Source: an optimization exercise on an open RTL-to-GDS flow (aim: small area, a short achievable clock period and few clock cycles per item). Production flows keep margins and buffers that such runs may drop. RTL that was checked went through simulation tests only; none was proved equivalent to the original.

==> flow/design.v (excerpt) <==
module box_distance_bounds_top #(
    parameter int COORD_BITS = 24
) (
    input  logic                               clk,
    input  logic                               rst_n,
    input  logic                               in_valid,
    output logic                               in_stall,
    input  logic signed [COORD_BITS-1:0]       a_low,
    input  logic signed [COORD_BITS-1:0]       a_high,
    input  logic signed [COORD_BITS-1:0]       b_low,
    input  logic signed [COORD_BITS-1:0]       b_high,
    input  logic                               last,
    output logic                               out_valid,
    input  logic                               out_stall,
    output logic [bdb_pkg::SUM_W-1:0]          min_sq_dist,
    output logic [bdb_pkg::SUM_W-1:0]          max_sq_dist,
    output logic [bdb_pkg::ROOT_W-1:0]         min_dist,
    output logic [bdb_pkg::ROOT_W-1:0]         max_dist
);
Size: roughly 350 flip-flops, ~270 I/O pins.
clock: 9.0 ns
lec_check: 0
cap_margin: 20
core_margin: 2
core_utilization: 40
setup_slack_margin: 1.5
slew_margin: 20
run.sh (not shown) runs the stock make flow with config.mk's settings and CLKGATE_MAP_FILE= SYNTH_SCRIPT=/design/flow/synth_recipe.tcl, a recipe that flattens the netlist after the stock synthesis.
==> next run, changes <==
--- a/flow/design.v
+++ b/flow/design.v
@@ -2614,17 +2614,17 @@
         .b_low  (b_low),
         .b_high (b_high),
         .gap    (gap_w),
         .span_m (span_w),
         .span_c (span_c_w)
     );
     assign in_stall = a_valid && (busy || out_valid_reg);
     assign accept   = in_valid && !in_stall;
-    assign consume  = a_valid && !busy && !out_valid_reg;
+    assign consume  = a_valid && !busy && !(out_valid_reg && out_stall);
     always_ff @(posedge clk or negedge rst_n)
     begin
         if (!rst_n)
         begin
             a_valid       <= 1'b0;
             first         <= 1'b1;
             busy          <= 1'b0;
             out_valid_reg <= 1'b0;
Fmax came out higher by 1.9%.
Via count came out lower by 2.6%.
Setup slack improves by 0.14 ns.
Worst hold slack degrades by 0.038 ns.
Die area barely changes.
Sequential share of layout area came out higher by 0.23 points.
Non-clock buffer count came out lower by 89.
Testbench counts after the change, summed over its fixed seeds: cycles 7,240, items 800.
Only the layout flow was run in the first run of this note; the RTL was not checked for function there.

---

## purple
box_distance_bounds_top, a different RTL version from the one above (not shown whole).
For scale: ~7800 cells after synthesis, about 350 flip-flops, ~270 I/O pins.
==> module box_distance_bounds_top, before the edit <==
module box_distance_bounds_top #(
    parameter int COORD_BITS = 24
) (
    input  logic                               clk,
    input  logic                               rst_n,
    input  logic                               in_valid,
    output logic                               in_stall,
    input  logic signed [COORD_BITS-1:0]       a_low,
    input  logic signed [COORD_BITS-1:0]       a_high,
    input  logic signed [COORD_BITS-1:0]       b_low,
    input  logic signed [COORD_BITS-1:0]       b_high,
    input  logic                               last,
    output logic                               out_valid,
    input  logic                               out_stall,
    output logic [bdb_pkg::SUM_W-1:0]          min_sq_dist,
    output logic [bdb_pkg::SUM_W-1:0]          max_sq_dist,
    output logic [bdb_pkg::ROOT_W-1:0]         min_dist,
    output logic [bdb_pkg::ROOT_W-1:0]         max_dist
);
    localparam int SQ_K4    = 2;
    localparam int NB_W     = 4 * SQ_K4;
    localparam int SQ_TOP_W = 6;
    localparam int V_W      = SUM_W - SQ_TOP_W;
    localparam int SQ_CYC   = V_W / NB_W;
    localparam int CNT_W  = $clog2(SQ_CYC + 1);
    logic                  a_valid;
    logic                  a_last;
    logic [COORD_BITS-1:0] gap_w;
    logic [COORD_BITS-1:0] span_w;
    logic                  span_c_w;
    logic [COORD_BITS-1:0] gap_reg;
    logic [COORD_BITS-1:0] span_reg;
    logic                  span_c_reg;
    logic             first;
    logic             busy;
    logic             out_valid_reg;
    logic             accept;
    logic             consume;
    logic [CNT_W-1:0] cnt;
    logic [SUM_W-1:0] min_sum;
    logic [SUM_W-1:0] max_sum;
    logic [SUM_W:0]   min_add;
    logic [SUM_W:0]   max_add;
    logic [ROOT_W-1:0] min_root;
    logic [ROOT_W-1:0] max_root;
    logic [ROOT_W:0]   min_rem;
    logic [ROOT_W:0]   max_rem;
    logic [ROOT_W+1:0] min_p;
    logic [ROOT_W+1:0] max_p;
    logic [ROOT_W+1:0] min_p_nx;
    logic [ROOT_W+1:0] max_p_nx;
    logic [ROOT_W-1:0] min_root_nx;
    logic [ROOT_W-1:0] max_root_nx;
    logic [ROOT_W:0]   min_rem_nx;
    logic [ROOT_W:0]   max_rem_nx;
    logic [SUM_W-1:0]  min_sat;
    logic [SUM_W-1:0]  max_sat;
    logic [11:0]       min_top;
    logic [11:0]       max_top;
    logic [NB_W-1:0]   min_nb_reg;
    logic [NB_W-1:0]   max_nb_reg;
    logic [NB_W-1:0]   min_nb;
    logic [NB_W-1:0]   max_nb;
    bdb_front #(
        .COORD_BITS (COORD_BITS)
    ) u_front (
        .a_low  (a_low),
        .a_high (a_high),
        .b_low  (b_low),
        .b_high (b_high),
        .gap    (gap_w),
        .span_m (span_w),
        .span_c (span_c_w)
    );
    assign in_stall = a_valid && (busy || out_valid_reg);
    assign accept   = in_valid && !in_stall;
    assign consume  = a_valid && !busy && !(out_valid_reg && out_stall);
    always_ff @(posedge clk or negedge rst_n)
    begin
        if (!rst_n)
        begin
            a_valid       <= 1'b0;
            first         <= 1'b1;
            busy          <= 1'b0;
            out_valid_reg <= 1'b0;
            cnt           <= '0;
        end
        else
        begin
            if (accept)
            begin
                a_valid <= 1'b1;
            end
            else if (consume)
            begin
                a_valid <= 1'b0;
            end
            if (consume)
            begin
                first <= a_last;
            end
            if (consume && a_last)
            begin
                busy <= 1'b1;
                cnt  <= '0;
            end
            else if (busy)
            begin
                cnt <= cnt + 1'b1;
                if (cnt == CNT_W'(SQ_CYC - 1))
                begin
                    busy          <= 1'b0;
                    out_valid_reg <= 1'b1;
                end
            end
            if (out_valid_reg && !out_stall)
            begin
                out_valid_reg <= 1'b0;
            end
        end
    end
    always_ff @(posedge clk)
    begin
        if (accept)
        begin
            a_last   <= last;
            gap_reg  <= gap_w;
            span_reg   <= span_w;
            span_c_reg <= span_c_w;
        end
    end
    bdb_sqacc u_min_sq (
        .x   (gap_reg),
        .acc (first ? {SUM_W{1'b0}} : min_sum),
        .sum (min_add)
    );
    bdb_sqacc_c u_max_sq (
        .x   (span_reg),
        .c   (span_c_reg),
        .acc (first ? {SUM_W{1'b0}} : max_sum),
        .sum (max_add)
    );
    always_ff @(posedge clk)
    begin
        if (consume)
        begin
            min_sum <= min_sat;
            max_sum <= max_sat;
        end
    end
    assign min_sat = min_add[SUM_W-1:0] | {SUM_W{min_add[SUM_W]}};
    assign max_sat = max_add[SUM_W-1:0] | {SUM_W{max_add[SUM_W]}};
    assign min_nb  = min_nb_reg;
    assign max_nb  = max_nb_reg;
    function automatic logic [11:0] top_root(input logic [5:0] v);
        logic [11:0] t;
        t = '0;
        for (int r = 0; r < 8; r++)
        begin
            for (int e = 0; e <= 2 * r; e++)
            begin
                if (r * r + e < 64 && v == 6'(r * r + e))
                begin
                    t = {3'(r), 4'(e), 5'(3 * r + 1)};
                end
            end
        end
        top_root = t;
    endfunction
    assign min_top = top_root(min_sat[SUM_W-1 -: SQ_TOP_W]);
    assign max_top = top_root(max_sat[SUM_W-1 -: SQ_TOP_W]);
    always_ff @(posedge clk)
    begin
        if (consume && a_last)
        begin
            min_nb_reg <= min_sat[V_W-1 -: NB_W];
            max_nb_reg <= max_sat[V_W-1 -: NB_W];
        end
        else if (busy)
        begin
            min_nb_reg <= '0;
            max_nb_reg <= '0;
            for (int c = 0; c < SQ_CYC - 1; c++)
            begin
                if (cnt == CNT_W'(c))
                begin
                    min_nb_reg <= min_sum[V_W - NB_W*(c + 1) - 1 -: NB_W];
                    max_nb_reg <= max_sum[V_W - NB_W*(c + 1) - 1 -: NB_W];
                end
            end
        end
    end
    bdb_sqrt #(
        .K4 (SQ_K4)
    ) u_min_root (
        .root_in  (min_root),
        .p_in     (min_p),
        .rem_in   (min_rem),
        .nibbles  (min_nb),
        .root_out (min_root_nx),
        .p_out    (min_p_nx),
        .rem_out  (min_rem_nx)
    );
    bdb_sqrt #(
        .K4 (SQ_K4)
    ) u_max_root (
        .root_in  (max_root),
        .p_in     (max_p),
        .rem_in   (max_rem),
        .nibbles  (max_nb),
        .root_out (max_root_nx),
        .p_out    (max_p_nx),
        .rem_out  (max_rem_nx)
    );
    always_ff @(posedge clk)
    begin
        if (consume && a_last)
        begin
            min_root <= ROOT_W'(min_top[11:9]);
            max_root <= ROOT_W'(max_top[11:9]);
            min_rem  <= (ROOT_W + 1)'(min_top[8:5]);
            max_rem  <= (ROOT_W + 1)'(max_top[8:5]);
            min_p    <= (ROOT_W + 2)'(min_top[4:0]);
            max_p    <= (ROOT_W + 2)'(max_top[4:0]);
        end
        else if (busy)
        begin
            min_root <= min_root_nx;
            max_root <= max_root_nx;
            min_rem  <= min_rem_nx;
            max_rem  <= max_rem_nx;
            min_p    <= min_p_nx;
            max_p    <= max_p_nx;
        end
    end
    assign out_valid   = out_valid_reg;
    assign min_sq_dist = min_sum;
    assign max_sq_dist = max_sum;
    assign min_dist    = min_root;
    assign max_dist    = max_root;
endmodule
clock: 9.0 ns
lec_check: 0
cap_margin: 20
core_margin: 2
core_utilization: 40
setup_slack_margin: 1.5
slew_margin: 20
What blue does differently from purple at the input level:
diff --git a/flow/design.v b/flow/design.v
--- a/flow/design.v
+++ b/flow/design.v
@@ -2567,5 +2567,5 @@
     localparam int V_W      = SUM_W - SQ_TOP_W;
     localparam int SQ_CYC   = V_W / NB_W;
-    localparam int CNT_W  = $clog2(SQ_CYC + 1);
+    localparam int CNT_W  = 3;
     logic                  a_valid;
     logic                  a_last;
--- outcome ---
blue completed end to end with timing, DRC and antenna clean.
In summary, purple completed successfully, with a layout that passed the timing, design-rule and antenna checks.
Core utilization: blue vs purple, no meaningful difference
purple -> blue: least setup slack across all paths after layout delta 0, exact match
Number of non-clock buffers: blue vs purple identical
Diff purple -> blue: number of flops mapped to enable cells by yosys held steady; register area held steady.
Testbench counts of blue, summed over its fixed seeds: cycles 7,822, items 800.
No functional check of the RTL was part of purple.

-- afterwards: timing with drivers on the ports --
No port has a modelled driver above. Below, the same layouts with a new extraction and two added sets of constraints.
Step 1 (the two cells are an assumption about what drives the block):
set clk [get_ports {clk}]
set_driving_cell -lib_cell sky130_fd_sc_hd__clkbuf_16 $clk
set_driving_cell -lib_cell sky130_fd_sc_hd__buf_2 [delete_from_list [all_inputs] $clk]
Step 2 times the ports against the registers' clock, not the clock port: input delays grow and output delays shrink by t, the midpoint of the rising clock arrivals with the driver on.
Three values: no drivers, after step 1, after step 2; two values: the first two.
run | shift t [ns] | setup WS [ns] | worst register clock-pin slew, ns
the first run of note 1 | 0.746 | 1.495 / 1.495 / 1.071 | 0.07 / 0.07
the second run of note 1 | 0.732 | 1.635 / 1.635 / 1.090 | 0.07 / 0.07
purple | 0.748 | 1.670 / 1.670 / 1.084 | 0.07 / 0.07
blue | 0.748 | 1.670 / 1.670 / 1.084 | 0.07 / 0.07
After both steps setup and hold are still met in every run listed.
